This design comes from an exercise in tuning for small area and a short achievable clock period on the open sky130 flow, not from production work.
Function was not checked in any run shown here: the RTL went through the layout flow alone.

==> design/flow/config.mk <==
export PLATFORM = sky130hd
export DESIGN_NAME = xgmii2axis_rx
export DESIGN_NICKNAME = xgmii2axis_rx
export VERILOG_FILES = /design/flow/design.v
export SDC_FILE = /design/flow/constraint.sdc
export NUM_CORES = 4
export LEC_CHECK = 0
export CAP_MARGIN = 20
export CORE_MARGIN = 2
export CORE_UTILIZATION = 40
export CTS_CLUSTER_DIAMETER = 90
export CTS_CLUSTER_SIZE = 24
export SLEW_MARGIN = 20
export SYNTH_HIERARCHICAL = 1
==> design/flow/flow/run.sh <==
#!/bin/bash
# The standard layout, with plain buffers (not delay cells) on the ports, and timing repair
# aimed at a 4.2 ns period (setup margin 10.8 ns on the 15 ns clock)
set -euo pipefail
bash standard.sh "BUFFER_PORTS_ARGS=-buffer_cell sky130_fd_sc_hd__buf_2" SETUP_SLACK_MARGIN=10.8 finish > layout.log 2>&1
==> design/flow/constraint.sdc <==
create_clock -name core_clock -period 15.0 [get_ports {clk}]
set_input_delay 3.0000 -clock core_clock [delete_from_list [all_inputs] [get_ports {clk}]]
set_output_delay 3.0000 -clock core_clock [all_outputs]
set_load 0.01 [all_outputs]
==> design/flow/design.v <==
package xgmii_rx_pkg;
    localparam logic [7:0]  XGMII_TERM  = 8'hFD;
    localparam logic [63:0] START_WORD  = 64'hD5555555555555FB;
    localparam logic [31:0] CRC_POLY_REFL = 32'hEDB88320;
    localparam logic [31:0] CRC_PRESET    = 32'hFFFFFFFF;
endpackage
module xgmii_ctrl_decode (
    input  logic [63:0] xgmii_d_i,
    input  logic [7:0]  xgmii_c_i,
    output logic        start_lane0_o,
    output logic        data_o,
    output logic [7:0]  term_at_o
);
    always_comb begin
        for (int l = 0; l < 8; l++) begin
            term_at_o[l] = (xgmii_c_i == 8'(8'hFF << l)) && (xgmii_d_i[8*l +: 8] == 8'hFD);
        end
    end
    assign data_o  = (xgmii_c_i == 8'h00);
    assign start_lane0_o = (xgmii_c_i == 8'h01) && (xgmii_d_i[7:0] == 8'hFB);
endmodule
module xgmii_rx_xor2 (
    input  logic a_i,
    input  logic b_i,
    output logic y_o
);
    assign y_o = a_i ^ b_i;
endmodule
module crc32_d64 (
    input  logic [31:0] crc_i,
    input  logic [63:0] data_i,
    output logic [31:0] crc_o
);
    logic [63:0] din;
    logic x64, x65, x66, x67, x68, x69, x70, x71, x72, x73, x74, x75, x76, x77, x78, x79, x80, x81, x82, x83, x84, x85, x86, x87, x88, x89, x90, x91, x92, x93, x94, x95, x96, x97, x98, x99, x100, x101, x102, x103, x104, x105, x106, x107, x108, x109, x110, x111, x112, x113, x114, x115, x116, x117, x118, x119, x120, x121, x122, x123, x124, x125, x126, x127, x128, x129, x130, x131, x132, x133, x134, x135, x136, x137, x138, x139, x140, x141, x142, x143, x144, x145, x146, x147, x148, x149, x150, x151, x152, x153, x154, x155, x156, x157, x158, x159, x160, x161, x162, x163, x164, x165, x166, x167, x168, x169, x170, x171, x172, x173, x174, x175, x176, x177, x178, x179, x180, x181, x182, x183, x184, x185, x186, x187, x188, x189, x190, x191, x192, x193, x194, x195, x196, x197, x198, x199, x200, x201, x202, x203, x204, x205, x206, x207, x208, x209, x210, x211, x212, x213, x214, x215, x216, x217, x218, x219, x220, x221, x1222, x1223, x1224, x1225, x1226, x1227, x1228, x1229, x1230, x1231, x1232, x1233, x1234, x1235, x1236, x1237, x1238, x1239, x1240, x1241, x1242, x1243, x1244, x1245, x1246, x1247, x1248, x1249, x1250, x1251, x1252, x1253, x1254, x1255, x1256, x1257, x1258, x1259, x1260, x1261, x1262, x1263, x1264, x1265, x1266, x1267, x1268, x1269, x1270, x1271, x1272, x1273, x1274, x1275, x1276, x1277, x1278, x1279, x1280, x1281, x1282, x1283, x1284, x1285, x1286, x1287, x1288, x1289, x1290, x1291, x1292, x1293, x1294, x1295, x1296, x1297, x1298, x1299, x1300, x1301, x1302, x1303, x1304, x1305, x1306, x1307, x1308, x1309, x1310, x1311, x1312, x1313, x1314, x1315, x1316, x1317, x1318, x1319, x1320, x1321, x1322, x1323, x1324, x1325, x1326, x1327, x1328, x1329, x1330, x1331, x1332, x1333, x1334, x1335, x1336, x1337, x1338, x1339, x1340, x1341, x1342, x1343, x1344, x1345, x1346, x1347, x1348, x1349, x1350, x1351, x1352, x1353, x1354, x1355, x1356, x1357, x1358, x1359, x1360, x1361, x1362, x1363, x1364, x1365, x1366, x1367, x1368, x1369, x1370, x1371, x1372, x1373, x1374, x1375, x1376, x1377, x1378, x1379, x1380, x1381, x1382, x1383, x1384, x1385, x1386, x1387, x1388, x1389, x1390, x1391, x1392, x1393, x1394, x1395, x1396, x1397, x1398, x1399, x1400, x1401, x1402, x1403, x1404, x1405, x1406, x1407, x1408, x1409, x1410, x1411, x1412, x1413, x1414, x1415, x1416, x1417, x1418, x1419, x1420, x1421, x1422, x1423, x1424, x1425, x1426, x1427, x1428, x1429, x1430, x1431, x1432, x1433, x1434, x1435, x1436, x1437, x1438, x1439, x1440, x1441, x1442, x1443, x1444, x1445;
    assign din[63:32] = data_i[63:32];
    for (genvar i = 0; i < 32; i++) begin : g_in
        xgmii_rx_xor2 u_x (.a_i(data_i[i]), .b_i(crc_i[i]), .y_o(din[i]));
    end
    xgmii_rx_xor2 u_0 (.a_i(din[3]), .b_i(din[13]), .y_o(x64));
    xgmii_rx_xor2 u_1 (.a_i(din[11]), .b_i(din[12]), .y_o(x65));
    xgmii_rx_xor2 u_2 (.a_i(din[4]), .b_i(din[39]), .y_o(x66));
    xgmii_rx_xor2 u_3 (.a_i(din[32]), .b_i(din[54]), .y_o(x67));
    xgmii_rx_xor2 u_4 (.a_i(din[6]), .b_i(din[16]), .y_o(x68));
    xgmii_rx_xor2 u_5 (.a_i(din[5]), .b_i(din[31]), .y_o(x69));
    xgmii_rx_xor2 u_6 (.a_i(din[7]), .b_i(din[36]), .y_o(x70));
    xgmii_rx_xor2 u_7 (.a_i(din[8]), .b_i(din[37]), .y_o(x71));
    xgmii_rx_xor2 u_8 (.a_i(din[19]), .b_i(din[34]), .y_o(x72));
    xgmii_rx_xor2 u_9 (.a_i(din[10]), .b_i(din[56]), .y_o(x73));
    xgmii_rx_xor2 u_10 (.a_i(din[9]), .b_i(din[60]), .y_o(x74));
    xgmii_rx_xor2 u_11 (.a_i(din[47]), .b_i(x64), .y_o(x75));
    xgmii_rx_xor2 u_12 (.a_i(din[30]), .b_i(din[55]), .y_o(x76));
    xgmii_rx_xor2 u_13 (.a_i(din[15]), .b_i(din[44]), .y_o(x77));
    xgmii_rx_xor2 u_14 (.a_i(din[1]), .b_i(din[14]), .y_o(x78));
    xgmii_rx_xor2 u_15 (.a_i(din[18]), .b_i(din[38]), .y_o(x79));
    xgmii_rx_xor2 u_16 (.a_i(din[35]), .b_i(din[53]), .y_o(x80));
    xgmii_rx_xor2 u_17 (.a_i(din[57]), .b_i(din[63]), .y_o(x81));
    xgmii_rx_xor2 u_18 (.a_i(din[21]), .b_i(x65), .y_o(x82));
    xgmii_rx_xor2 u_19 (.a_i(din[17]), .b_i(x66), .y_o(x83));
    xgmii_rx_xor2 u_20 (.a_i(din[50]), .b_i(din[62]), .y_o(x84));
    xgmii_rx_xor2 u_21 (.a_i(din[25]), .b_i(din[52]), .y_o(x85));
    xgmii_rx_xor2 u_22 (.a_i(din[2]), .b_i(din[59]), .y_o(x86));
    xgmii_rx_xor2 u_23 (.a_i(din[26]), .b_i(din[46]), .y_o(x87));
    xgmii_rx_xor2 u_24 (.a_i(din[45]), .b_i(din[61]), .y_o(x88));
    xgmii_rx_xor2 u_25 (.a_i(din[42]), .b_i(din[58]), .y_o(x89));
    xgmii_rx_xor2 u_26 (.a_i(din[23]), .b_i(din[43]), .y_o(x90));
    xgmii_rx_xor2 u_27 (.a_i(din[20]), .b_i(din[40]), .y_o(x91));
    xgmii_rx_xor2 u_28 (.a_i(din[27]), .b_i(x67), .y_o(x92));
    xgmii_rx_xor2 u_29 (.a_i(din[48]), .b_i(x76), .y_o(x93));
    xgmii_rx_xor2 u_30 (.a_i(din[41]), .b_i(x82), .y_o(x94));
    xgmii_rx_xor2 u_31 (.a_i(din[49]), .b_i(x69), .y_o(x95));
    xgmii_rx_xor2 u_32 (.a_i(din[33]), .b_i(din[51]), .y_o(x96));
    xgmii_rx_xor2 u_33 (.a_i(din[22]), .b_i(x68), .y_o(x97));
    xgmii_rx_xor2 u_34 (.a_i(din[0]), .b_i(x70), .y_o(x98));
    xgmii_rx_xor2 u_35 (.a_i(din[28]), .b_i(din[29]), .y_o(x99));
    xgmii_rx_xor2 u_36 (.a_i(din[24]), .b_i(x71), .y_o(x100));
    xgmii_rx_xor2 u_37 (.a_i(x73), .b_i(x95), .y_o(x101));
    xgmii_rx_xor2 u_38 (.a_i(x74), .b_i(x80), .y_o(x102));
    xgmii_rx_xor2 u_39 (.a_i(x81), .b_i(x84), .y_o(x103));
    xgmii_rx_xor2 u_40 (.a_i(din[13]), .b_i(x83), .y_o(x104));
    xgmii_rx_xor2 u_41 (.a_i(din[32]), .b_i(x77), .y_o(x105));
    xgmii_rx_xor2 u_42 (.a_i(din[11]), .b_i(x92), .y_o(x106));
    xgmii_rx_xor2 u_43 (.a_i(din[0]), .b_i(x72), .y_o(x107));
    xgmii_rx_xor2 u_44 (.a_i(din[12]), .b_i(x90), .y_o(x108));
    xgmii_rx_xor2 u_45 (.a_i(din[5]), .b_i(x97), .y_o(x109));
    xgmii_rx_xor2 u_46 (.a_i(din[39]), .b_i(x69), .y_o(x110));
    xgmii_rx_xor2 u_47 (.a_i(din[34]), .b_i(x75), .y_o(x111));
    xgmii_rx_xor2 u_48 (.a_i(x85), .b_i(x99), .y_o(x112));
    xgmii_rx_xor2 u_49 (.a_i(x87), .b_i(x88), .y_o(x113));
    xgmii_rx_xor2 u_50 (.a_i(din[51]), .b_i(x112), .y_o(x114));
    xgmii_rx_xor2 u_51 (.a_i(din[35]), .b_i(x78), .y_o(x115));
    xgmii_rx_xor2 u_52 (.a_i(din[21]), .b_i(x100), .y_o(x116));
    xgmii_rx_xor2 u_53 (.a_i(din[7]), .b_i(din[61]), .y_o(x117));
    xgmii_rx_xor2 u_54 (.a_i(x74), .b_i(x93), .y_o(x118));
    xgmii_rx_xor2 u_55 (.a_i(din[19]), .b_i(x66), .y_o(x119));
    xgmii_rx_xor2 u_56 (.a_i(din[62]), .b_i(x79), .y_o(x120));
    xgmii_rx_xor2 u_57 (.a_i(x89), .b_i(x96), .y_o(x121));
    xgmii_rx_xor2 u_58 (.a_i(x86), .b_i(x91), .y_o(x122));
    xgmii_rx_xor2 u_59 (.a_i(x71), .b_i(x107), .y_o(x123));
    xgmii_rx_xor2 u_60 (.a_i(din[56]), .b_i(x94), .y_o(x124));
    xgmii_rx_xor2 u_61 (.a_i(din[22]), .b_i(x65), .y_o(x125));
    xgmii_rx_xor2 u_62 (.a_i(din[25]), .b_i(din[43]), .y_o(x126));
    xgmii_rx_xor2 u_63 (.a_i(din[8]), .b_i(din[24]), .y_o(x127));
    xgmii_rx_xor2 u_64 (.a_i(din[29]), .b_i(din[40]), .y_o(x128));
    xgmii_rx_xor2 u_65 (.a_i(din[46]), .b_i(din[48]), .y_o(x129));
    xgmii_rx_xor2 u_66 (.a_i(din[14]), .b_i(din[57]), .y_o(x130));
    xgmii_rx_xor2 u_67 (.a_i(din[54]), .b_i(x75), .y_o(x131));
    xgmii_rx_xor2 u_68 (.a_i(din[20]), .b_i(din[57]), .y_o(x132));
    xgmii_rx_xor2 u_69 (.a_i(din[9]), .b_i(din[10]), .y_o(x133));
    xgmii_rx_xor2 u_70 (.a_i(din[58]), .b_i(x68), .y_o(x134));
    xgmii_rx_xor2 u_71 (.a_i(din[15]), .b_i(din[49]), .y_o(x135));
    xgmii_rx_xor2 u_72 (.a_i(din[28]), .b_i(din[55]), .y_o(x136));
    xgmii_rx_xor2 u_73 (.a_i(x78), .b_i(x116), .y_o(x137));
    xgmii_rx_xor2 u_74 (.a_i(din[42]), .b_i(x128), .y_o(x138));
    xgmii_rx_xor2 u_75 (.a_i(din[36]), .b_i(x106), .y_o(x139));
    xgmii_rx_xor2 u_76 (.a_i(din[17]), .b_i(din[63]), .y_o(x140));
    xgmii_rx_xor2 u_77 (.a_i(din[27]), .b_i(x125), .y_o(x141));
    xgmii_rx_xor2 u_78 (.a_i(din[3]), .b_i(x72), .y_o(x142));
    xgmii_rx_xor2 u_79 (.a_i(din[38]), .b_i(din[41]), .y_o(x143));
    xgmii_rx_xor2 u_80 (.a_i(din[4]), .b_i(din[44]), .y_o(x144));
    xgmii_rx_xor2 u_81 (.a_i(din[15]), .b_i(x80), .y_o(x145));
    xgmii_rx_xor2 u_82 (.a_i(din[34]), .b_i(x89), .y_o(x146));
    xgmii_rx_xor2 u_83 (.a_i(din[9]), .b_i(din[16]), .y_o(x147));
    xgmii_rx_xor2 u_84 (.a_i(din[30]), .b_i(din[35]), .y_o(x148));
    xgmii_rx_xor2 u_85 (.a_i(din[47]), .b_i(x71), .y_o(x149));
    xgmii_rx_xor2 u_86 (.a_i(x64), .b_i(x146), .y_o(x150));
    xgmii_rx_xor2 u_87 (.a_i(x94), .b_i(x102), .y_o(x151));
    xgmii_rx_xor2 u_88 (.a_i(x101), .b_i(x130), .y_o(x152));
    xgmii_rx_xor2 u_89 (.a_i(din[45]), .b_i(x70), .y_o(x153));
    xgmii_rx_xor2 u_90 (.a_i(x108), .b_i(x127), .y_o(x154));
    xgmii_rx_xor2 u_91 (.a_i(din[59]), .b_i(x140), .y_o(x155));
    xgmii_rx_xor2 u_92 (.a_i(x110), .b_i(x122), .y_o(x156));
    xgmii_rx_xor2 u_93 (.a_i(din[24]), .b_i(din[48]), .y_o(x157));
    xgmii_rx_xor2 u_94 (.a_i(din[37]), .b_i(x121), .y_o(x158));
    xgmii_rx_xor2 u_95 (.a_i(x73), .b_i(x98), .y_o(x159));
    xgmii_rx_xor2 u_96 (.a_i(din[25]), .b_i(x101), .y_o(x160));
    xgmii_rx_xor2 u_97 (.a_i(x92), .b_i(x103), .y_o(x161));
    xgmii_rx_xor2 u_98 (.a_i(din[33]), .b_i(x135), .y_o(x162));
    xgmii_rx_xor2 u_99 (.a_i(din[2]), .b_i(din[23]), .y_o(x163));
    xgmii_rx_xor2 u_100 (.a_i(x91), .b_i(x139), .y_o(x164));
    xgmii_rx_xor2 u_101 (.a_i(din[63]), .b_i(x109), .y_o(x165));
    xgmii_rx_xor2 u_102 (.a_i(din[2]), .b_i(x98), .y_o(x166));
    xgmii_rx_xor2 u_103 (.a_i(din[1]), .b_i(din[8]), .y_o(x167));
    xgmii_rx_xor2 u_104 (.a_i(x97), .b_i(x102), .y_o(x168));
    xgmii_rx_xor2 u_105 (.a_i(x79), .b_i(x123), .y_o(x169));
    xgmii_rx_xor2 u_106 (.a_i(din[35]), .b_i(x138), .y_o(x170));
    xgmii_rx_xor2 u_107 (.a_i(din[59]), .b_i(x85), .y_o(x171));
    xgmii_rx_xor2 u_108 (.a_i(din[34]), .b_i(din[37]), .y_o(x172));
    xgmii_rx_xor2 u_109 (.a_i(din[31]), .b_i(x87), .y_o(x173));
    xgmii_rx_xor2 u_110 (.a_i(din[55]), .b_i(x117), .y_o(x174));
    xgmii_rx_xor2 u_111 (.a_i(din[61]), .b_i(x104), .y_o(x175));
    xgmii_rx_xor2 u_112 (.a_i(x90), .b_i(x171), .y_o(x176));
    xgmii_rx_xor2 u_113 (.a_i(x142), .b_i(x164), .y_o(x177));
    xgmii_rx_xor2 u_114 (.a_i(din[6]), .b_i(x115), .y_o(x178));
    xgmii_rx_xor2 u_115 (.a_i(x67), .b_i(x133), .y_o(x179));
    xgmii_rx_xor2 u_116 (.a_i(x106), .b_i(x144), .y_o(x180));
    xgmii_rx_xor2 u_117 (.a_i(x84), .b_i(x88), .y_o(x181));
    xgmii_rx_xor2 u_118 (.a_i(din[1]), .b_i(din[60]), .y_o(x182));
    xgmii_rx_xor2 u_119 (.a_i(x120), .b_i(x150), .y_o(x183));
    xgmii_rx_xor2 u_120 (.a_i(din[7]), .b_i(x72), .y_o(x184));
    xgmii_rx_xor2 u_121 (.a_i(din[39]), .b_i(din[50]), .y_o(x185));
    xgmii_rx_xor2 u_122 (.a_i(din[10]), .b_i(din[58]), .y_o(x186));
    xgmii_rx_xor2 u_123 (.a_i(din[26]), .b_i(x157), .y_o(x187));
    xgmii_rx_xor2 u_124 (.a_i(din[6]), .b_i(din[18]), .y_o(x188));
    xgmii_rx_xor2 u_125 (.a_i(x78), .b_i(x153), .y_o(x189));
    xgmii_rx_xor2 u_126 (.a_i(din[14]), .b_i(x103), .y_o(x190));
    xgmii_rx_xor2 u_127 (.a_i(x108), .b_i(x143), .y_o(x191));
    xgmii_rx_xor2 u_128 (.a_i(x126), .b_i(x137), .y_o(x192));
    xgmii_rx_xor2 u_129 (.a_i(x155), .b_i(x173), .y_o(x193));
    xgmii_rx_xor2 u_130 (.a_i(din[22]), .b_i(x132), .y_o(x194));
    xgmii_rx_xor2 u_131 (.a_i(x94), .b_i(x172), .y_o(x195));
    xgmii_rx_xor2 u_132 (.a_i(din[28]), .b_i(x111), .y_o(x196));
    xgmii_rx_xor2 u_133 (.a_i(din[5]), .b_i(din[30]), .y_o(x197));
    xgmii_rx_xor2 u_134 (.a_i(din[2]), .b_i(din[26]), .y_o(x198));
    xgmii_rx_xor2 u_135 (.a_i(din[23]), .b_i(x180), .y_o(x199));
    xgmii_rx_xor2 u_136 (.a_i(din[42]), .b_i(x113), .y_o(x200));
    xgmii_rx_xor2 u_137 (.a_i(din[38]), .b_i(x134), .y_o(x201));
    xgmii_rx_xor2 u_138 (.a_i(x83), .b_i(x115), .y_o(x202));
    xgmii_rx_xor2 u_139 (.a_i(din[11]), .b_i(x119), .y_o(x203));
    xgmii_rx_xor2 u_140 (.a_i(x113), .b_i(x160), .y_o(x204));
    xgmii_rx_xor2 u_141 (.a_i(din[60]), .b_i(x105), .y_o(x205));
    xgmii_rx_xor2 u_142 (.a_i(din[50]), .b_i(x182), .y_o(x206));
    xgmii_rx_xor2 u_143 (.a_i(din[33]), .b_i(x136), .y_o(x207));
    xgmii_rx_xor2 u_144 (.a_i(x93), .b_i(x205), .y_o(x208));
    xgmii_rx_xor2 u_145 (.a_i(x124), .b_i(x174), .y_o(x209));
    xgmii_rx_xor2 u_146 (.a_i(din[41]), .b_i(x184), .y_o(x210));
    xgmii_rx_xor2 u_147 (.a_i(din[29]), .b_i(x110), .y_o(x211));
    xgmii_rx_xor2 u_148 (.a_i(x104), .b_i(x107), .y_o(x212));
    xgmii_rx_xor2 u_149 (.a_i(din[52]), .b_i(x77), .y_o(x213));
    xgmii_rx_xor2 u_150 (.a_i(x70), .b_i(x120), .y_o(x214));
    xgmii_rx_xor2 u_151 (.a_i(din[16]), .b_i(x114), .y_o(x215));
    xgmii_rx_xor2 u_152 (.a_i(x86), .b_i(x190), .y_o(x216));
    xgmii_rx_xor2 u_153 (.a_i(din[31]), .b_i(din[56]), .y_o(x217));
    xgmii_rx_xor2 u_154 (.a_i(x81), .b_i(x96), .y_o(x218));
    xgmii_rx_xor2 u_155 (.a_i(din[40]), .b_i(din[45]), .y_o(x219));
    xgmii_rx_xor2 u_156 (.a_i(din[43]), .b_i(x118), .y_o(x220));
    xgmii_rx_xor2 u_157 (.a_i(x149), .b_i(x165), .y_o(x221));
    xgmii_rx_xor2 u_158 (.a_i(din[33]), .b_i(din[52]), .y_o(x1222));
    xgmii_rx_xor2 u_159 (.a_i(x1222), .b_i(x133), .y_o(x1223));
    xgmii_rx_xor2 u_160 (.a_i(x1223), .b_i(x93), .y_o(x1224));
    xgmii_rx_xor2 u_161 (.a_i(x1224), .b_i(x201), .y_o(x1225));
    xgmii_rx_xor2 u_162 (.a_i(x202), .b_i(x1225), .y_o(x1226));
    xgmii_rx_xor2 u_163 (.a_i(x1226), .b_i(x177), .y_o(crc_o[0]));
    xgmii_rx_xor2 u_164 (.a_i(din[18]), .b_i(x122), .y_o(x1227));
    xgmii_rx_xor2 u_165 (.a_i(x145), .b_i(x207), .y_o(x1228));
    xgmii_rx_xor2 u_166 (.a_i(x83), .b_i(x98), .y_o(x1229));
    xgmii_rx_xor2 u_167 (.a_i(x101), .b_i(x1227), .y_o(x1230));
    xgmii_rx_xor2 u_168 (.a_i(x1228), .b_i(x1229), .y_o(x1231));
    xgmii_rx_xor2 u_169 (.a_i(x1230), .b_i(x1231), .y_o(x1232));
    xgmii_rx_xor2 u_170 (.a_i(x195), .b_i(x1232), .y_o(crc_o[1]));
    xgmii_rx_xor2 u_171 (.a_i(din[36]), .b_i(din[57]), .y_o(x1233));
    xgmii_rx_xor2 u_172 (.a_i(x1233), .b_i(x64), .y_o(x1234));
    xgmii_rx_xor2 u_173 (.a_i(x67), .b_i(x1234), .y_o(x1235));
    xgmii_rx_xor2 u_174 (.a_i(x206), .b_i(x109), .y_o(x1236));
    xgmii_rx_xor2 u_175 (.a_i(x1235), .b_i(x170), .y_o(x1237));
    xgmii_rx_xor2 u_176 (.a_i(x1236), .b_i(x1237), .y_o(x1238));
    xgmii_rx_xor2 u_177 (.a_i(x124), .b_i(x169), .y_o(x1239));
    xgmii_rx_xor2 u_178 (.a_i(x1238), .b_i(x1239), .y_o(crc_o[2]));
    xgmii_rx_xor2 u_179 (.a_i(din[19]), .b_i(din[9]), .y_o(x1240));
    xgmii_rx_xor2 u_180 (.a_i(x1240), .b_i(x76), .y_o(x1241));
    xgmii_rx_xor2 u_181 (.a_i(x1241), .b_i(x194), .y_o(x1242));
    xgmii_rx_xor2 u_182 (.a_i(x1242), .b_i(x158), .y_o(x1243));
    xgmii_rx_xor2 u_183 (.a_i(x166), .b_i(x178), .y_o(x1244));
    xgmii_rx_xor2 u_184 (.a_i(x191), .b_i(x1243), .y_o(x1245));
    xgmii_rx_xor2 u_185 (.a_i(x1244), .b_i(x175), .y_o(x1246));
    xgmii_rx_xor2 u_186 (.a_i(x1245), .b_i(x1246), .y_o(crc_o[3]));
    xgmii_rx_xor2 u_187 (.a_i(x90), .b_i(x213), .y_o(x1247));
    xgmii_rx_xor2 u_188 (.a_i(x1247), .b_i(x156), .y_o(x1248));
    xgmii_rx_xor2 u_189 (.a_i(x159), .b_i(x1248), .y_o(x1249));
    xgmii_rx_xor2 u_190 (.a_i(x137), .b_i(x183), .y_o(x1250));
    xgmii_rx_xor2 u_191 (.a_i(x1249), .b_i(x1250), .y_o(crc_o[4]));
    xgmii_rx_xor2 u_192 (.a_i(din[3]), .b_i(x143), .y_o(x1251));
    xgmii_rx_xor2 u_193 (.a_i(x219), .b_i(x81), .y_o(x1252));
    xgmii_rx_xor2 u_194 (.a_i(x86), .b_i(x105), .y_o(x1253));
    xgmii_rx_xor2 u_195 (.a_i(x1251), .b_i(x1252), .y_o(x1254));
    xgmii_rx_xor2 u_196 (.a_i(x1253), .b_i(x1254), .y_o(x1255));
    xgmii_rx_xor2 u_197 (.a_i(x168), .b_i(x203), .y_o(x1256));
    xgmii_rx_xor2 u_198 (.a_i(x1255), .b_i(x1256), .y_o(x1257));
    xgmii_rx_xor2 u_199 (.a_i(x1257), .b_i(x192), .y_o(crc_o[5]));
    xgmii_rx_xor2 u_200 (.a_i(din[5]), .b_i(x163), .y_o(x1258));
    xgmii_rx_xor2 u_201 (.a_i(x85), .b_i(x1258), .y_o(x1259));
    xgmii_rx_xor2 u_202 (.a_i(x1259), .b_i(x141), .y_o(x1260));
    xgmii_rx_xor2 u_203 (.a_i(x178), .b_i(x200), .y_o(x1261));
    xgmii_rx_xor2 u_204 (.a_i(x210), .b_i(x1260), .y_o(x1262));
    xgmii_rx_xor2 u_205 (.a_i(x1261), .b_i(x208), .y_o(x1263));
    xgmii_rx_xor2 u_206 (.a_i(x1262), .b_i(x1263), .y_o(crc_o[6]));
    xgmii_rx_xor2 u_207 (.a_i(din[20]), .b_i(din[27]), .y_o(x1264));
    xgmii_rx_xor2 u_208 (.a_i(din[28]), .b_i(din[62]), .y_o(x1265));
    xgmii_rx_xor2 u_209 (.a_i(x1264), .b_i(x1265), .y_o(x1266));
    xgmii_rx_xor2 u_210 (.a_i(x217), .b_i(x68), .y_o(x1267));
    xgmii_rx_xor2 u_211 (.a_i(x80), .b_i(x1266), .y_o(x1268));
    xgmii_rx_xor2 u_212 (.a_i(x1267), .b_i(x162), .y_o(x1269));
    xgmii_rx_xor2 u_213 (.a_i(x75), .b_i(x1268), .y_o(x1270));
    xgmii_rx_xor2 u_214 (.a_i(x1269), .b_i(x154), .y_o(x1271));
    xgmii_rx_xor2 u_215 (.a_i(x166), .b_i(x200), .y_o(x1272));
    xgmii_rx_xor2 u_216 (.a_i(x1270), .b_i(x1271), .y_o(x1273));
    xgmii_rx_xor2 u_217 (.a_i(x1272), .b_i(x1273), .y_o(crc_o[7]));
    xgmii_rx_xor2 u_218 (.a_i(din[17]), .b_i(x129), .y_o(x1274));
    xgmii_rx_xor2 u_219 (.a_i(x144), .b_i(x147), .y_o(x1275));
    xgmii_rx_xor2 u_220 (.a_i(x70), .b_i(x99), .y_o(x1276));
    xgmii_rx_xor2 u_221 (.a_i(x1274), .b_i(x1275), .y_o(x1277));
    xgmii_rx_xor2 u_222 (.a_i(x1276), .b_i(x111), .y_o(x1278));
    xgmii_rx_xor2 u_223 (.a_i(x1277), .b_i(x161), .y_o(x1279));
    xgmii_rx_xor2 u_224 (.a_i(x1278), .b_i(x1279), .y_o(x1280));
    xgmii_rx_xor2 u_225 (.a_i(x1280), .b_i(x192), .y_o(crc_o[8]));
    xgmii_rx_xor2 u_226 (.a_i(din[18]), .b_i(din[1]), .y_o(x1281));
    xgmii_rx_xor2 u_227 (.a_i(din[39]), .b_i(din[45]), .y_o(x1282));
    xgmii_rx_xor2 u_228 (.a_i(din[49]), .b_i(x1281), .y_o(x1283));
    xgmii_rx_xor2 u_229 (.a_i(x1282), .b_i(x198), .y_o(x1284));
    xgmii_rx_xor2 u_230 (.a_i(x77), .b_i(x1283), .y_o(x1285));
    xgmii_rx_xor2 u_231 (.a_i(x1284), .b_i(x114), .y_o(x1286));
    xgmii_rx_xor2 u_232 (.a_i(x1285), .b_i(x1286), .y_o(x1287));
    xgmii_rx_xor2 u_233 (.a_i(x1287), .b_i(x221), .y_o(x1288));
    xgmii_rx_xor2 u_234 (.a_i(x1288), .b_i(x177), .y_o(crc_o[9]));
    xgmii_rx_xor2 u_235 (.a_i(din[53]), .b_i(x163), .y_o(x1289));
    xgmii_rx_xor2 u_236 (.a_i(x185), .b_i(x186), .y_o(x1290));
    xgmii_rx_xor2 u_237 (.a_i(x67), .b_i(x87), .y_o(x1291));
    xgmii_rx_xor2 u_238 (.a_i(x99), .b_i(x1289), .y_o(x1292));
    xgmii_rx_xor2 u_239 (.a_i(x1290), .b_i(x1291), .y_o(x1293));
    xgmii_rx_xor2 u_240 (.a_i(x1292), .b_i(x1293), .y_o(x1294));
    xgmii_rx_xor2 u_241 (.a_i(x189), .b_i(x1294), .y_o(x1295));
    xgmii_rx_xor2 u_242 (.a_i(x195), .b_i(x1295), .y_o(crc_o[10]));
    xgmii_rx_xor2 u_243 (.a_i(din[15]), .b_i(din[38]), .y_o(x1296));
    xgmii_rx_xor2 u_244 (.a_i(din[46]), .b_i(x1296), .y_o(x1297));
    xgmii_rx_xor2 u_245 (.a_i(x76), .b_i(x86), .y_o(x1298));
    xgmii_rx_xor2 u_246 (.a_i(x96), .b_i(x100), .y_o(x1299));
    xgmii_rx_xor2 u_247 (.a_i(x1297), .b_i(x1298), .y_o(x1300));
    xgmii_rx_xor2 u_248 (.a_i(x1299), .b_i(x1300), .y_o(x1301));
    xgmii_rx_xor2 u_249 (.a_i(x131), .b_i(x141), .y_o(x1302));
    xgmii_rx_xor2 u_250 (.a_i(x170), .b_i(x1301), .y_o(x1303));
    xgmii_rx_xor2 u_251 (.a_i(x1302), .b_i(x1303), .y_o(crc_o[11]));
    xgmii_rx_xor2 u_252 (.a_i(din[14]), .b_i(din[16]), .y_o(x1304));
    xgmii_rx_xor2 u_253 (.a_i(din[36]), .b_i(x1304), .y_o(x1305));
    xgmii_rx_xor2 u_254 (.a_i(x217), .b_i(x66), .y_o(x1306));
    xgmii_rx_xor2 u_255 (.a_i(x85), .b_i(x1305), .y_o(x1307));
    xgmii_rx_xor2 u_256 (.a_i(x1306), .b_i(x118), .y_o(x1308));
    xgmii_rx_xor2 u_257 (.a_i(x1307), .b_i(x191), .y_o(x1309));
    xgmii_rx_xor2 u_258 (.a_i(x1308), .b_i(x1309), .y_o(x1310));
    xgmii_rx_xor2 u_259 (.a_i(x196), .b_i(x1310), .y_o(crc_o[12]));
    xgmii_rx_xor2 u_260 (.a_i(din[37]), .b_i(x80), .y_o(x1311));
    xgmii_rx_xor2 u_261 (.a_i(x105), .b_i(x1311), .y_o(x1312));
    xgmii_rx_xor2 u_262 (.a_i(x138), .b_i(x187), .y_o(x1313));
    xgmii_rx_xor2 u_263 (.a_i(x1312), .b_i(x1313), .y_o(x1314));
    xgmii_rx_xor2 u_264 (.a_i(x1314), .b_i(x152), .y_o(x1315));
    xgmii_rx_xor2 u_265 (.a_i(x175), .b_i(x1315), .y_o(crc_o[13]));
    xgmii_rx_xor2 u_266 (.a_i(din[41]), .b_i(x126), .y_o(x1316));
    xgmii_rx_xor2 u_267 (.a_i(x130), .b_i(x197), .y_o(x1317));
    xgmii_rx_xor2 u_268 (.a_i(x219), .b_i(x79), .y_o(x1318));
    xgmii_rx_xor2 u_269 (.a_i(x84), .b_i(x1316), .y_o(x1319));
    xgmii_rx_xor2 u_270 (.a_i(x1317), .b_i(x1318), .y_o(x1320));
    xgmii_rx_xor2 u_271 (.a_i(x134), .b_i(x162), .y_o(x1321));
    xgmii_rx_xor2 u_272 (.a_i(x1319), .b_i(x1320), .y_o(x1322));
    xgmii_rx_xor2 u_273 (.a_i(x1321), .b_i(x1322), .y_o(x1323));
    xgmii_rx_xor2 u_274 (.a_i(x139), .b_i(x1323), .y_o(crc_o[14]));
    xgmii_rx_xor2 u_275 (.a_i(din[12]), .b_i(x136), .y_o(x1324));
    xgmii_rx_xor2 u_276 (.a_i(x185), .b_i(x68), .y_o(x1325));
    xgmii_rx_xor2 u_277 (.a_i(x77), .b_i(x1324), .y_o(x1326));
    xgmii_rx_xor2 u_278 (.a_i(x1325), .b_i(x1326), .y_o(x1327));
    xgmii_rx_xor2 u_279 (.a_i(x158), .b_i(x193), .y_o(x1328));
    xgmii_rx_xor2 u_280 (.a_i(x210), .b_i(x1327), .y_o(x1329));
    xgmii_rx_xor2 u_281 (.a_i(x1328), .b_i(x1329), .y_o(crc_o[15]));
    xgmii_rx_xor2 u_282 (.a_i(din[29]), .b_i(din[59]), .y_o(x1330));
    xgmii_rx_xor2 u_283 (.a_i(din[8]), .b_i(x1330), .y_o(x1331));
    xgmii_rx_xor2 u_284 (.a_i(x188), .b_i(x73), .y_o(x1332));
    xgmii_rx_xor2 u_285 (.a_i(x121), .b_i(x1331), .y_o(x1333));
    xgmii_rx_xor2 u_286 (.a_i(x1332), .b_i(x131), .y_o(x1334));
    xgmii_rx_xor2 u_287 (.a_i(x1333), .b_i(x189), .y_o(x1335));
    xgmii_rx_xor2 u_288 (.a_i(x203), .b_i(x1334), .y_o(x1336));
    xgmii_rx_xor2 u_289 (.a_i(x1335), .b_i(x220), .y_o(x1337));
    xgmii_rx_xor2 u_290 (.a_i(x1336), .b_i(x1337), .y_o(crc_o[16]));
    xgmii_rx_xor2 u_291 (.a_i(din[46]), .b_i(din[4]), .y_o(x1338));
    xgmii_rx_xor2 u_292 (.a_i(x117), .b_i(x1338), .y_o(x1339));
    xgmii_rx_xor2 u_293 (.a_i(x65), .b_i(x122), .y_o(x1340));
    xgmii_rx_xor2 u_294 (.a_i(x1339), .b_i(x213), .y_o(x1341));
    xgmii_rx_xor2 u_295 (.a_i(x123), .b_i(x1340), .y_o(x1342));
    xgmii_rx_xor2 u_296 (.a_i(x1341), .b_i(x1342), .y_o(x1343));
    xgmii_rx_xor2 u_297 (.a_i(x152), .b_i(x220), .y_o(x1344));
    xgmii_rx_xor2 u_298 (.a_i(x1343), .b_i(x1344), .y_o(crc_o[17]));
    xgmii_rx_xor2 u_299 (.a_i(x132), .b_i(x167), .y_o(x1345));
    xgmii_rx_xor2 u_300 (.a_i(x105), .b_i(x1345), .y_o(x1346));
    xgmii_rx_xor2 u_301 (.a_i(x181), .b_i(x75), .y_o(x1347));
    xgmii_rx_xor2 u_302 (.a_i(x101), .b_i(x1346), .y_o(x1348));
    xgmii_rx_xor2 u_303 (.a_i(x1347), .b_i(x201), .y_o(x1349));
    xgmii_rx_xor2 u_304 (.a_i(x1348), .b_i(x1349), .y_o(x1350));
    xgmii_rx_xor2 u_305 (.a_i(x151), .b_i(x1350), .y_o(crc_o[18]));
    xgmii_rx_xor2 u_306 (.a_i(x129), .b_i(x88), .y_o(x1351));
    xgmii_rx_xor2 u_307 (.a_i(x121), .b_i(x1351), .y_o(x1352));
    xgmii_rx_xor2 u_308 (.a_i(x179), .b_i(x82), .y_o(x1353));
    xgmii_rx_xor2 u_309 (.a_i(x97), .b_i(x98), .y_o(x1354));
    xgmii_rx_xor2 u_310 (.a_i(x104), .b_i(x1352), .y_o(x1355));
    xgmii_rx_xor2 u_311 (.a_i(x1353), .b_i(x1354), .y_o(x1356));
    xgmii_rx_xor2 u_312 (.a_i(x1355), .b_i(x1356), .y_o(x1357));
    xgmii_rx_xor2 u_313 (.a_i(x216), .b_i(x1357), .y_o(crc_o[19]));
    xgmii_rx_xor2 u_314 (.a_i(din[13]), .b_i(din[20]), .y_o(x1358));
    xgmii_rx_xor2 u_315 (.a_i(din[51]), .b_i(din[59]), .y_o(x1359));
    xgmii_rx_xor2 u_316 (.a_i(x129), .b_i(x135), .y_o(x1360));
    xgmii_rx_xor2 u_317 (.a_i(x1358), .b_i(x1359), .y_o(x1361));
    xgmii_rx_xor2 u_318 (.a_i(x148), .b_i(x74), .y_o(x1362));
    xgmii_rx_xor2 u_319 (.a_i(x108), .b_i(x119), .y_o(x1363));
    xgmii_rx_xor2 u_320 (.a_i(x1360), .b_i(x1361), .y_o(x1364));
    xgmii_rx_xor2 u_321 (.a_i(x1362), .b_i(x92), .y_o(x1365));
    xgmii_rx_xor2 u_322 (.a_i(x1363), .b_i(x1364), .y_o(x1366));
    xgmii_rx_xor2 u_323 (.a_i(x1365), .b_i(x214), .y_o(x1367));
    xgmii_rx_xor2 u_324 (.a_i(x1366), .b_i(x1367), .y_o(x1368));
    xgmii_rx_xor2 u_325 (.a_i(x1368), .b_i(x221), .y_o(crc_o[20]));
    xgmii_rx_xor2 u_326 (.a_i(din[0]), .b_i(din[58]), .y_o(x1369));
    xgmii_rx_xor2 u_327 (.a_i(din[63]), .b_i(x117), .y_o(x1370));
    xgmii_rx_xor2 u_328 (.a_i(x1369), .b_i(x148), .y_o(x1371));
    xgmii_rx_xor2 u_329 (.a_i(x1370), .b_i(x1371), .y_o(x1372));
    xgmii_rx_xor2 u_330 (.a_i(x206), .b_i(x95), .y_o(x1373));
    xgmii_rx_xor2 u_331 (.a_i(x116), .b_i(x1372), .y_o(x1374));
    xgmii_rx_xor2 u_332 (.a_i(x1373), .b_i(x1374), .y_o(x1375));
    xgmii_rx_xor2 u_333 (.a_i(x196), .b_i(x1375), .y_o(x1376));
    xgmii_rx_xor2 u_334 (.a_i(x199), .b_i(x1376), .y_o(crc_o[21]));
    xgmii_rx_xor2 u_335 (.a_i(din[17]), .b_i(din[30]), .y_o(x1377));
    xgmii_rx_xor2 u_336 (.a_i(din[54]), .b_i(x127), .y_o(x1378));
    xgmii_rx_xor2 u_337 (.a_i(x1377), .b_i(x186), .y_o(x1379));
    xgmii_rx_xor2 u_338 (.a_i(x1378), .b_i(x1379), .y_o(x1380));
    xgmii_rx_xor2 u_339 (.a_i(x142), .b_i(x181), .y_o(x1381));
    xgmii_rx_xor2 u_340 (.a_i(x1380), .b_i(x1381), .y_o(x1382));
    xgmii_rx_xor2 u_341 (.a_i(x141), .b_i(x156), .y_o(x1383));
    xgmii_rx_xor2 u_342 (.a_i(x1382), .b_i(x1383), .y_o(x1384));
    xgmii_rx_xor2 u_343 (.a_i(x215), .b_i(x1384), .y_o(crc_o[22]));
    xgmii_rx_xor2 u_344 (.a_i(din[0]), .b_i(din[23]), .y_o(x1385));
    xgmii_rx_xor2 u_345 (.a_i(din[32]), .b_i(din[4]), .y_o(x1386));
    xgmii_rx_xor2 u_346 (.a_i(din[62]), .b_i(x1385), .y_o(x1387));
    xgmii_rx_xor2 u_347 (.a_i(x1386), .b_i(x188), .y_o(x1388));
    xgmii_rx_xor2 u_348 (.a_i(x64), .b_i(x76), .y_o(x1389));
    xgmii_rx_xor2 u_349 (.a_i(x91), .b_i(x1387), .y_o(x1390));
    xgmii_rx_xor2 u_350 (.a_i(x1388), .b_i(x1389), .y_o(x1391));
    xgmii_rx_xor2 u_351 (.a_i(x114), .b_i(x1390), .y_o(x1392));
    xgmii_rx_xor2 u_352 (.a_i(x1391), .b_i(x193), .y_o(x1393));
    xgmii_rx_xor2 u_353 (.a_i(x1392), .b_i(x1393), .y_o(x1394));
    xgmii_rx_xor2 u_354 (.a_i(x151), .b_i(x1394), .y_o(crc_o[23]));
    xgmii_rx_xor2 u_355 (.a_i(x140), .b_i(x79), .y_o(x1395));
    xgmii_rx_xor2 u_356 (.a_i(x89), .b_i(x91), .y_o(x1396));
    xgmii_rx_xor2 u_357 (.a_i(x1395), .b_i(x1396), .y_o(x1397));
    xgmii_rx_xor2 u_358 (.a_i(x187), .b_i(x111), .y_o(x1398));
    xgmii_rx_xor2 u_359 (.a_i(x1397), .b_i(x168), .y_o(x1399));
    xgmii_rx_xor2 u_360 (.a_i(x211), .b_i(x1398), .y_o(x1400));
    xgmii_rx_xor2 u_361 (.a_i(x1399), .b_i(x1400), .y_o(x1401));
    xgmii_rx_xor2 u_362 (.a_i(x209), .b_i(x1401), .y_o(crc_o[24]));
    xgmii_rx_xor2 u_363 (.a_i(din[33]), .b_i(din[49]), .y_o(x1402));
    xgmii_rx_xor2 u_364 (.a_i(x1402), .b_i(x147), .y_o(x1403));
    xgmii_rx_xor2 u_365 (.a_i(x167), .b_i(x1403), .y_o(x1404));
    xgmii_rx_xor2 u_366 (.a_i(x194), .b_i(x1404), .y_o(x1405));
    xgmii_rx_xor2 u_367 (.a_i(x176), .b_i(x1405), .y_o(x1406));
    xgmii_rx_xor2 u_368 (.a_i(x183), .b_i(x1406), .y_o(x1407));
    xgmii_rx_xor2 u_369 (.a_i(x209), .b_i(x1407), .y_o(crc_o[25]));
    xgmii_rx_xor2 u_370 (.a_i(din[21]), .b_i(din[22]), .y_o(x1408));
    xgmii_rx_xor2 u_371 (.a_i(din[26]), .b_i(din[44]), .y_o(x1409));
    xgmii_rx_xor2 u_372 (.a_i(x1408), .b_i(x1409), .y_o(x1410));
    xgmii_rx_xor2 u_373 (.a_i(x73), .b_i(x89), .y_o(x1411));
    xgmii_rx_xor2 u_374 (.a_i(x102), .b_i(x1410), .y_o(x1412));
    xgmii_rx_xor2 u_375 (.a_i(x1411), .b_i(x1412), .y_o(x1413));
    xgmii_rx_xor2 u_376 (.a_i(x154), .b_i(x1413), .y_o(x1414));
    xgmii_rx_xor2 u_377 (.a_i(x212), .b_i(x216), .y_o(x1415));
    xgmii_rx_xor2 u_378 (.a_i(x1414), .b_i(x1415), .y_o(crc_o[26]));
    xgmii_rx_xor2 u_379 (.a_i(din[24]), .b_i(x79), .y_o(x1416));
    xgmii_rx_xor2 u_380 (.a_i(x88), .b_i(x1416), .y_o(x1417));
    xgmii_rx_xor2 u_381 (.a_i(x218), .b_i(x109), .y_o(x1418));
    xgmii_rx_xor2 u_382 (.a_i(x1417), .b_i(x176), .y_o(x1419));
    xgmii_rx_xor2 u_383 (.a_i(x1418), .b_i(x1419), .y_o(x1420));
    xgmii_rx_xor2 u_384 (.a_i(x208), .b_i(x212), .y_o(x1421));
    xgmii_rx_xor2 u_385 (.a_i(x1420), .b_i(x1421), .y_o(crc_o[27]));
    xgmii_rx_xor2 u_386 (.a_i(din[24]), .b_i(din[3]), .y_o(x1422));
    xgmii_rx_xor2 u_387 (.a_i(din[53]), .b_i(x1422), .y_o(x1423));
    xgmii_rx_xor2 u_388 (.a_i(x1423), .b_i(x118), .y_o(x1424));
    xgmii_rx_xor2 u_389 (.a_i(x214), .b_i(x1424), .y_o(x1425));
    xgmii_rx_xor2 u_390 (.a_i(x1425), .b_i(x199), .y_o(x1426));
    xgmii_rx_xor2 u_391 (.a_i(x204), .b_i(x1426), .y_o(crc_o[28]));
    xgmii_rx_xor2 u_392 (.a_i(din[47]), .b_i(din[6]), .y_o(x1427));
    xgmii_rx_xor2 u_393 (.a_i(x1427), .b_i(x65), .y_o(x1428));
    xgmii_rx_xor2 u_394 (.a_i(x100), .b_i(x119), .y_o(x1429));
    xgmii_rx_xor2 u_395 (.a_i(x1428), .b_i(x207), .y_o(x1430));
    xgmii_rx_xor2 u_396 (.a_i(x1429), .b_i(x1430), .y_o(x1431));
    xgmii_rx_xor2 u_397 (.a_i(x161), .b_i(x1431), .y_o(x1432));
    xgmii_rx_xor2 u_398 (.a_i(x1432), .b_i(x204), .y_o(crc_o[29]));
    xgmii_rx_xor2 u_399 (.a_i(din[12]), .b_i(din[19]), .y_o(x1433));
    xgmii_rx_xor2 u_400 (.a_i(x1433), .b_i(x197), .y_o(x1434));
    xgmii_rx_xor2 u_401 (.a_i(x87), .b_i(x103), .y_o(x1435));
    xgmii_rx_xor2 u_402 (.a_i(x1434), .b_i(x131), .y_o(x1436));
    xgmii_rx_xor2 u_403 (.a_i(x1435), .b_i(x159), .y_o(x1437));
    xgmii_rx_xor2 u_404 (.a_i(x202), .b_i(x1436), .y_o(x1438));
    xgmii_rx_xor2 u_405 (.a_i(x1437), .b_i(x215), .y_o(x1439));
    xgmii_rx_xor2 u_406 (.a_i(x1438), .b_i(x1439), .y_o(crc_o[30]));
    xgmii_rx_xor2 u_407 (.a_i(din[16]), .b_i(x198), .y_o(x1440));
    xgmii_rx_xor2 u_408 (.a_i(x1440), .b_i(x145), .y_o(x1441));
    xgmii_rx_xor2 u_409 (.a_i(x179), .b_i(x218), .y_o(x1442));
    xgmii_rx_xor2 u_410 (.a_i(x75), .b_i(x1441), .y_o(x1443));
    xgmii_rx_xor2 u_411 (.a_i(x1442), .b_i(x211), .y_o(x1444));
    xgmii_rx_xor2 u_412 (.a_i(x1443), .b_i(x1444), .y_o(x1445));
    xgmii_rx_xor2 u_413 (.a_i(x169), .b_i(x1445), .y_o(crc_o[31]));
endmodule
module xgmii_rx_beat (
    input  logic [63:40] xgmii_d_i,
    input  logic [7:0]   xgmii_c_i,
    input  logic         frame_i,
    input  logic         end_i,
    output logic         beat_o
);
    logic more;
    assign more = (xgmii_c_i == 8'h00)
               || ((xgmii_c_i == 8'hE0) && (xgmii_d_i[47:40] == 8'hFD))
               || ((xgmii_c_i == 8'hC0) && (xgmii_d_i[55:48] == 8'hFD))
               || ((xgmii_c_i == 8'h80) && (xgmii_d_i[63:56] == 8'hFD));
    assign beat_o = end_i || (frame_i && more);
endmodule
module xgmii2axis_rx (
    input  logic        clk,
    input  logic        inv_aresetn,
    input  logic [63:0] xgmii_d_i,
    input  logic [7:0]  xgmii_c_i,
    output logic [63:0] m_axis_tdata_o,
    output logic [7:0]  m_axis_tkeep_o,
    output logic        m_axis_tvalid_o,
    output logic        m_axis_tlast_o,
    output logic        m_axis_tuser_o,
    output logic [31:0] good_frames_o,
    output logic [31:0] bad_frames_o
);
    function automatic logic [31:0] residue_at(input logic [2:0] lane);
        case (lane)
            3'd0: residue_at = 32'h842A3990;
            3'd1: residue_at = 32'h94784E13;
            3'd2: residue_at = 32'h1C759789;
            3'd3: residue_at = 32'h19F6EB51;
            3'd4: residue_at = 32'h9ADD2096;
            3'd5: residue_at = 32'h62932081;
            3'd6: residue_at = 32'h4E3D5E5C;
            default: residue_at = 32'h39DD08E2;
        endcase
    endfunction
    function automatic logic [7:0] last_keep(input logic [2:0] lane);
        case (lane)
            3'd0: last_keep = 8'h0F;
            3'd1: last_keep = 8'h1F;
            3'd2: last_keep = 8'h3F;
            3'd3: last_keep = 8'h7F;
            3'd4: last_keep = 8'hFF;
            3'd5: last_keep = 8'h01;
            3'd6: last_keep = 8'h03;
            default: last_keep = 8'h07;
        endcase
    endfunction
    logic        x_start, x_data, x_beat;
    logic [7:0]  x_term_at;
    logic [63:0] held_q;
    logic        h_start0_q, h_data_q, h_start;
    logic [7:0]  h_term_at_q;
    logic        first_q, data_q;
    logic        h_frame, h_tail, h_end;
    logic [31:0] crc_q;
    logic [31:0] crc_next;
    logic        crc_hit;
    logic [7:0]  h_keep;
    logic        end_q, end_good_q;
    logic [63:0] tdata_q;
    logic [7:0]  tkeep_q;
    logic        tvalid_q, tlast_q, tuser_q;
    logic [31:0] good_q, bad_q;
    logic [63:0] ctrl_mask;
    always_comb begin
        for (int l = 0; l < 8; l++) ctrl_mask[8*l +: 8] = {8{xgmii_c_i[l]}};
    end
    assign h_start = h_start0_q && (held_q[63:8] == 56'hD5555555555555);
    assign h_frame = (first_q || data_q) && h_data_q;
    assign h_tail  = data_q && |h_term_at_q[7:5];
    assign h_end   = data_q && !h_data_q;
    xgmii_ctrl_decode u_decode (
        .xgmii_d_i   (xgmii_d_i),
        .xgmii_c_i   (xgmii_c_i),
        .start_lane0_o (x_start),
        .data_o      (x_data),
        .term_at_o   (x_term_at)
    );
    xgmii_rx_beat u_beat (
        .xgmii_d_i (xgmii_d_i[63:40]),
        .xgmii_c_i (xgmii_c_i),
        .frame_i   (h_frame),
        .end_i     (end_q),
        .beat_o    (x_beat)
    );
    crc32_d64 u_crc (
        .crc_i  (crc_q),
        .data_i (held_q),
        .crc_o  (crc_next)
    );
    always_comb begin
        logic [31:0] residue;
        residue = '0;
        h_keep  = 8'hFF;
        for (int l = 0; l < 8; l++) begin
            if (h_term_at_q[l]) begin
                residue = residue | residue_at(3'(l));
                h_keep  = last_keep(3'(l));
            end
        end
        crc_hit = (|h_term_at_q) && (crc_next == residue);
    end
    always_ff @(posedge clk) begin
        held_q      <= xgmii_d_i & ~ctrl_mask;
        h_term_at_q <= x_term_at;
        crc_q       <= (h_start && !data_q) ? xgmii_rx_pkg::CRC_PRESET : crc_next;
        if (h_frame || h_tail) tdata_q <= held_q;
        end_good_q  <= crc_hit;
        if (!end_q) tkeep_q <= h_end ? h_keep : 8'hFF;
        tlast_q     <= end_q;
        tuser_q     <= end_q && end_good_q;
        if (inv_aresetn) begin
            h_start0_q <= 1'b0;
            h_data_q  <= 1'b0;
            first_q   <= 1'b0;
            data_q    <= 1'b0;
            end_q     <= 1'b0;
            tvalid_q  <= 1'b0;
            good_q    <= '0;
            bad_q     <= '0;
        end else begin
            h_start0_q <= x_start;
            h_data_q  <= x_data;
            first_q   <= h_start && !data_q;
            data_q    <= h_frame;
            end_q     <= h_end;
            tvalid_q  <= x_beat;
            if (end_q) begin
                if (end_good_q) good_q <= good_q + 1'b1;
                else bad_q <= bad_q + 1'b1;
            end
        end
    end
    assign m_axis_tdata_o  = tdata_q;
    assign m_axis_tkeep_o  = tkeep_q;
    assign m_axis_tvalid_o = tvalid_q;
    assign m_axis_tlast_o  = tlast_q;
    assign m_axis_tuser_o  = tuser_q;
    assign good_frames_o   = good_q;
    assign bad_frames_o    = bad_q;
endmodule
==> design/flow/standard.sh <==
#!/bin/bash
# synth_recipe.tcl (not shown) runs the flow's synth.tcl, then flattens the netlist and writes it again
# the make line also repeats each setting of config.mk as NAME=value (left out here)
make -C /OpenROAD-flow-scripts/flow DESIGN_CONFIG=/design/flow/config.mk WORK_HOME=/design/flow/orfs CLKGATE_MAP_FILE= SYNTH_SCRIPT=/design/flow/synth_recipe.tcl "${@:-finish}"
==> run_results.csv, run 1 <==
group,metric,value,unit
timing,maxClockFrequency,241,MHz
critical_path,arrival,1.15,ns
yosys,synthArstFlopShare,0,%
critical_path,critical-path-top-delay-family,"flip-flops",
timing,setup_tns,0,ns
clock_network,cts_hold_buf,0,
critical_path,required,12.00,ns
finish,layout_commonest_cell,"xor2_1",
yosys,yosysSeqAreaShare,43.4,%
clock_network,numCtsBuffers,15,
yosys,synthesis.area,13100,um2
yosys,synth_edf_count,71,
job,drv_cap,0,
finish,diodes,0,
floorplanning,die_w,185,um
floorplanning,die_area,34100,um2
placed_design,dp_hpwl,33000,um
timing,setup_viol,0,
floorplanning,core.rowCount,66,
clock_network,cts_sinks,248,
finish,fillers,3148,
drt,via_count,9726,
timing,drv_slew,0,
yosys,yosysUniqueCellTypes,58,
critical_path,path_class,"reg2out",
grt,antenna_found_initial,2,
yosys,ys_ff_latch,248,
yosys,synthFlopType,"dfxtp_1",
grt,track_usage,24.6,%
drt,routed_wirelength,42300,um
timing,hold_violations,0,
drt,wl_per_cell,21.9,um
floorplanning,io_pins,213,
placed_design,gp_congestion,0.998,
clock_network,cts-root-buf,"clkbuf_16",
timing,skew,0.0321,ns
drt,vias_per_cell,5.03,
finish,drive_gt1_share,22.8,%
yosys,yosys_warnings,8,
finish,nets,1558,
drt,drt_pass1_iterations,5,
floorplanning,die_h,185,um
drt,first_iter_violations,684,
grt,grt_pass1_wl,61600,um
critical_path,slowest_stage,"dfxtp_1",
clock_network,cts_tree,"done",
floorplanning,start_util,40.4,%
floorplanning,core-area,32400,um2
drt,drtAntennaViolNets,0,
clock_network,cts_max_path_buffers,3,
finish,syn2layout_area_growth,19.4,%
yosys,synth_area_per_cell,10.3,um2
timing,fin_crit,4.15,ns
grt,grt-ovfl-total,0,
timing,slew_headroom,38.9,%
critical_path,cp-start-kind,"flop",
critical_path,critical_path.cell_chain,"buf_2",
critical_path,cpPeakStageDelay,0.46,ns
worst_hold_path,hp-class,"reg2reg",
timing,tightest_slew,0.910,ns
critical_path,path_max_fanout,6,
status,status,"no timing/DRC/antenna violations",
critical_path,critical_path_buf_inv_count,1,
finish,fin_util,48.2,%
critical_path,endpoint_kind,"output port",
drt,drc,0,
yosys,syn_nets,1347,
clock_network,clk_pin_slew,0.10,ns
clock_network,h-tree-depth,1,
clock_network,clkLatencyLatePin,0.51,ns
clock_network,cts_setup_buffers,0,
placed_design,portBuffers,211,
timing,period_share,27.7,%
grt,grt_max_degree,71,
yosys,synthCells,1271,
grt,grt_pass1_vias,9466,
timing,grt_setup_unrepaired,"false",
finish,final_cell_mix,"433 x xor2_1, 211 x buf_2, 177 x dfxtp_1, 91 x nor2_1, 71 x edfxtp_1",
state kept, by name (all words and copies together), names as in the netlist:
name,cells
end_q,1
tvalid_q,1
h_term_at_q,8
tuser_q,1
held_q,64
bad_q,32
h_start0_q,1
tlast_q,1
data_q,1
first_q,1
end_good_q,1
tdata_q,64
crc_q,32
tkeep_q,7
good_q,32
h_data_q,1
synthesized netlist by cell type (3+ instances only):
cell type	instances	area share (%)
nand4_1	33	1.6
or3_1	12	0.57
nand4b_1	7	0.47
o211ai_1	4	0.23
nor4_1	10	0.48
a21oi_1	22	0.84
and2_1	3	0.14
nor4bb_1	12	0.92
dfxtp_1	177	27
and4_1	9	0.60
clkbuf_1	24	0.69
nand4bb_1	4	0.34
xnor2_1	25	1.7
edfxtp_1	71	16
nor4b_1	3	0.20
nor3_1	22	0.84
nand2_1	37	1.1
nand3_1	27	1.0
o21ai_0	19	0.73
xor2_1	485	33
a31oi_1	5	0.24
or4_1	4	0.23
nor2b_1	70	3.4
and3_1	7	0.34
inv_1	16	0.46
or2_2	35	1.7
nor2_1	91	2.6
Yosys stat by module, one instance, submodules excluded, excerpt:
module | copies in the design | flip-flops and latches
xgmii2axis_rx | 1 | 248
xgmii_rx_xor2 | 446 | 0
xgmii_ctrl_decode | 1 | 0
xgmii_rx_beat | 1 | 0
through the flow:
step                setup slack, ns  cell area, um2  std cells  hold WS [ns]
floorplan                     10.80           13100       1271         0.387
global placement              10.44           14600       1907         0.441
detailed placement            10.44           14600       1907         0.447
CTS                           10.81           15200       1933         0.472
global route                  10.77           15600       1933         0.502
finish                        10.85           15600       1933         0.473
layout make-up:
| cell class | instances | area [um2] | area share (%) |
|---|---|---|---|
| clock buffer | 21 | 398 | 2.55 |
| clock inverter | 5 | 78.8 | 0.506 |
| inverter | 16 | 60.1 | 0.385 |
| multi-input combinational | 981 | 7700 | 49.4 |
| sequential | 248 | 5680 | 36.4 |
| tap | 442 | 553 | 3.55 |
| timing repair buffer | 220 | 1120 | 7.21 |
routing by layer:
metal	vias to the layer above	global-route usage, %	wire [um]
met4	2	7.11	1290
li1	4623	-	-
met1	4690	33.8	18900
met2	334	39.4	19100
met5	-	0	11
met3	77	4.66	2960
path summary, 6_finish.rpt:
kind	end	cells after the start	startpoint	slack [ns]
worst max-delay path	good_frames_o[2]	1	good_q[2]$_SDFFE_PP0P_	10.85
worst min-delay path	tdata_q[0]$_DFFE_PP_	0	held_q[0]$_DFF_P_	0.47
worst max register to register	end_good_q$_DFF_P_	13	held_q[26]$_DFF_P_	10.87
worst min register to register	tdata_q[0]$_DFFE_PP_	0	held_q[0]$_DFF_P_	0.47
cell families (layout without fill, tap and decap cells):
family	count (synthesis)	in the layout	share of synthesized area, %
and+or+nand+nor	401	401	17.7
DFF	248	248	43.4
xor gates and xnor gates	510	510	34.2
AOI/OAI and AO/OA	65	65	3.09
muxes	2	2	0.153
buffers and inverters	42	262	1.25
other	1	1	0.0287
adders and majority gates	2	2	0.192
what timing repair did:
action                                 CTS  global route
setup endpoints to repair                1             1
endpoints found under the hold margin    0             0
resized for setup                       15            44
gates cloned                             0             0
pin swaps                                0             0
==> run 2, diff against run 1 <==
==> design/flow/flow/run.sh (replaced) <==
#!/bin/bash
# The standard layout, with plain buffers (not delay cells) on the ports, and timing repair
# aimed at a 4.2 ns period (setup margin 10.8 ns on the 15 ns clock)
set -euo pipefail
bash standard.sh "BUFFER_PORTS_ARGS=-buffer_cell sky130_fd_sc_hd__buf_1" SETUP_SLACK_MARGIN=10.8 finish > layout.log 2>&1
==> run 2 against run 1 <==
Against the previous run:
- die area stayed put
- synthesized cell count unchanged
- routed wire length fell by 0.86%
- via count increased by 1.2%
- sequential cell count unchanged
- count of clock-buffer cells in the layout grew 1
- worst setup slack improved by 0.017 ns
- global-route usage down 0.31 points
- synthesized area is the same
- hold slack improved by 0.0093 ns
==> run_results.csv, run 2 <==
group,metric,value,unit
status,status,"no timing/DRC/antenna violations",
critical_path,cpPeakStageDelay,0.42,ns
drt,m1WireLength,18300,um
critical_path,critical_path_buf_inv_count,1,
yosys,syn_nets,1347,
timing,setup_viol,0,
floorplanning,core.rowCount,66,
yosys,yosysUniqueCellTypes,58,
drt,first_iter_violations,670,
worst_hold_path,min_path_cells,0,
placed_design,portBuffers,211,
placed_design,dp_hpwl,32800,um
clock_network,clk_pin_slew,0.10,ns
drt,highest_layer,"met4",
job,drv_cap,0,
floorplanning,io_pins,213,
yosys,synth_common_cells,"485 x xor2_1, 177 x dfxtp_1, 91 x nor2_1, 71 x edfxtp_1, 70 x nor2b_1",
timing,drv_slew,0,
critical_path,path_max_fanout,5,
grt,antenna_found_initial,1,
drt,via_count,9842,
critical_path,slowest_stage,"dfxtp_1",
clock_network,numCtsBuffers,15,
critical_path,endpoint_kind,"output port",
clock_network,h-tree-depth,1,
finish,final_cell_mix,"436 x xor2_1, 209 x buf_1, 170 x dfxtp_1, 91 x nor2_1, 71 x edfxtp_1",
critical_path,crit_cells,1,
grt,grt-ovfl-total,0,
drt,wl_met3,2910,um
timing,tightest_slew,0.866,ns
yosys,synthFlopType,"dfxtp_1",
yosys,synth.most_common_cell,"xor2_1",
drt,drt_pass1_iterations,5,
drt,vias_per_cell,5.07,
yosys,yosys_warnings,8,
floorplanning,start_util,40.4,%
clock_network,clkLatencyLatePin,0.51,ns
critical_path,cp-start-kind,"flop",
grt,grt_pass1_wl,61200,um
clock_network,cts_max_path_buffers,3,
yosys,ys_ff_latch,248,
floorplanning,die_h,185,um
finish,drive_gt1_share,9.54,%
floorplanning,die_area,34100,um2
drt,drtAntennaViolNets,0,
placed_design,gp_congestion,0.963,
yosys,yosysTopAreaCellShare,32.5,%
grt,track_usage,24.3,%
yosys,synthesis.area,13100,um2
timing,setup_tns,0,ns
clock_network,cts-root-buf,"clkbuf_16",
clock_network,cts_sinks,248,
critical_path,critical-path-top-delay-family,"flip-flops",
drt,wl_per_cell,21.6,um
floorplanning,core-area,32400,um2
floorplanning,die_w,185,um
yosys,synth_area_per_cell,10.3,um2
drt,wl_met2,19100,um
timing,skew,0.0173,ns
yosys,yosysTopAreaCell,"xor2_1",
worst_hold_path,hp-class,"reg2reg",
finish,nets,1566,
drt,drc,0,
drt,routed_wirelength,41900,um
critical_path,required,12.00,ns
critical_path,path_class,"reg2out",
finish,top_regs,"held_q (64), tdata_q (64)",
timing,grt_setup_unrepaired,"true",
timing,slew_headroom,41.8,%
timing,maxClockFrequency,242,MHz
timing,period_share,27.6,%
timing,fin_crit,4.14,ns
grt,grt_pass1_vias,9613,
critical_path,arrival,1.14,ns
finish,layout_commonest_cell,"xor2_1",
yosys,synthArstFlopShare,0,%
finish,diodes,0,
clock_network,cts_tree,"done",
critical_path,critical_path.cell_chain,"buf_1",
yosys,yosysSeqAreaShare,43.4,%
timing,hold_violations,0,
yosys,synthCells,1271,
finish,syn2layout_area_growth,17.6,%
critical_path,r2r_cells,12,
yosys,synth_edf_count,71,
grt,grt_max_degree,71,
yosys,netlist_top_cells_area,"xor2_1 33%, dfxtp_1 27%, edfxtp_1 16%",
## run 2: cell counts after synthesis
Identical to the previous run, type by type.
## run 2: cells by family (layout without fill, tap and decap cells)
kind of cell | count (synthesis) | in the layout | share of synthesized area, %
buffers and inverters | 42 | 270 | 1.25
adder cells (fa/ha/maj) | 2 | 2 | 0.192
other | 1 | 1 | 0.0287
flip-flops | 248 | 248 | 43.4
AND/OR/NAND/NOR | 401 | 401 | 17.7
AO/OA/AOI/OAI | 65 | 65 | 3.09
XOR/XNOR | 510 | 510 | 34.2
multiplexers | 2 | 2 | 0.153
## run 2: repair_timing
item / 4_1_cts / 5_1_grt
hold buffers: 0 / 0
endpoints found under the hold margin: 0 / 0
pin swaps: 0 / 2
resized for setup: 18 / 45
setup endpoints to repair: 1 / 8
buffers inserted: 0 / 3
## run 2: final cells by class
class / count / area (um2)
clock buffers: 22 / 412
clock inverters: 4 / 56.3
fillers: 3171 / 17000
inverters: 16 / 60.1
multi-input cells: 981 / 7670
flip-flops and latches: 248 / 5680
well taps: 442 / 553
repair buffers: 228 / 922
## run 2: final timing paths
| path | start | endpoint | slack (ns) |
|---|---|---|---|
| worst max-delay path | bad_q[3]$_SDFFE_PP0P_ | bad_frames_o[3] | 10.87 |
| worst min-delay path | held_q[0]$_DFF_P_ | tdata_q[0]$_DFFE_PP_ | 0.48 |
| worst max register to register | held_q[27]$_DFF_P_ | end_good_q$_DFF_P_ | 10.95 |
| worst min register to register | held_q[0]$_DFF_P_ | tdata_q[0]$_DFFE_PP_ | 0.48 |
## run 2: worst register-to-register path: cells and delay by family (launching register included)
kind             cells  cell delay [ns]
AO/OA/AOI/OAI        2             0.26
XOR/XNOR             8             2.94
flip-flops           1             0.41
AND/OR/NAND/NOR      2             0.36
## run 2: metrics by stage
| stage | hold slack (ns) | setup WS (ns) | utilization [%] | area, um2 | std cells |
|---|---|---|---|---|---|
| floorplan | 0.387 | 10.80 | - | 13100 | 1271 |
| global placement | 0.436 | 10.37 | 44.6 | 14400 | 1912 |
| detailed placement | 0.444 | 10.35 | 44.6 | 14400 | 1912 |
| CTS | 0.468 | 10.80 | 46.4 | 15000 | 1938 |
| global route | 0.494 | 10.77 | 47.4 | 15400 | 1941 |
| finish | 0.482 | 10.87 | 47.4 | 15400 | 1941 |
## run 2: metal layers
layer / up-vias / GRT usage, %
met5: - / 0
met2: 365 / 38.8
met4: 0 / 8.38
met1: 4762 / 33.1
met3: 87 / 4.25
li1: 4628 / -
## run 2: per-module statistics from Yosys (local to each module, per instance), a selection
| module | area, um2 | times used |
|---|---|---|
| xgmii_rx_xor2 | 8.76 | 446 |
| xgmii_rx_beat | 131 | 1 |
| xgmii_ctrl_decode | 295 | 1 |
| xgmii2axis_rx | 8730 | 1 |

static timing again, ports no longer ideal:
The flow's constraints put no driver on any port. The routed layouts listed below were extracted and timed again, unchanged, in two steps.
Step 1: set_driving_cell puts a clkbuf_16 on clk and a buf_2 on each other input, an assumption about the parent block.
Step 2 moves the port delays by t, midway between the first and last clock arrival at a register: inputs arrive t later, outputs are due t later. That takes back most of the time a late clock gives input paths.
Slacks: ideal ports / drivers / drivers and shift; pairs: ideal ports / drivers.
run	shift t [ns]	setup slack, ns	latest minus earliest clock arrival (ns)
run 1	0.546	10.848 / 10.796 / 10.445	0.033 / 0.033
run 2	0.557	10.865 / 10.814 / 10.380	0.019 / 0.019
After both steps every run listed still meets setup and hold. For run 2, which loses most, drivers alone change the setup slack by -0.051 ns; drivers and shift together by -0.485 ns.
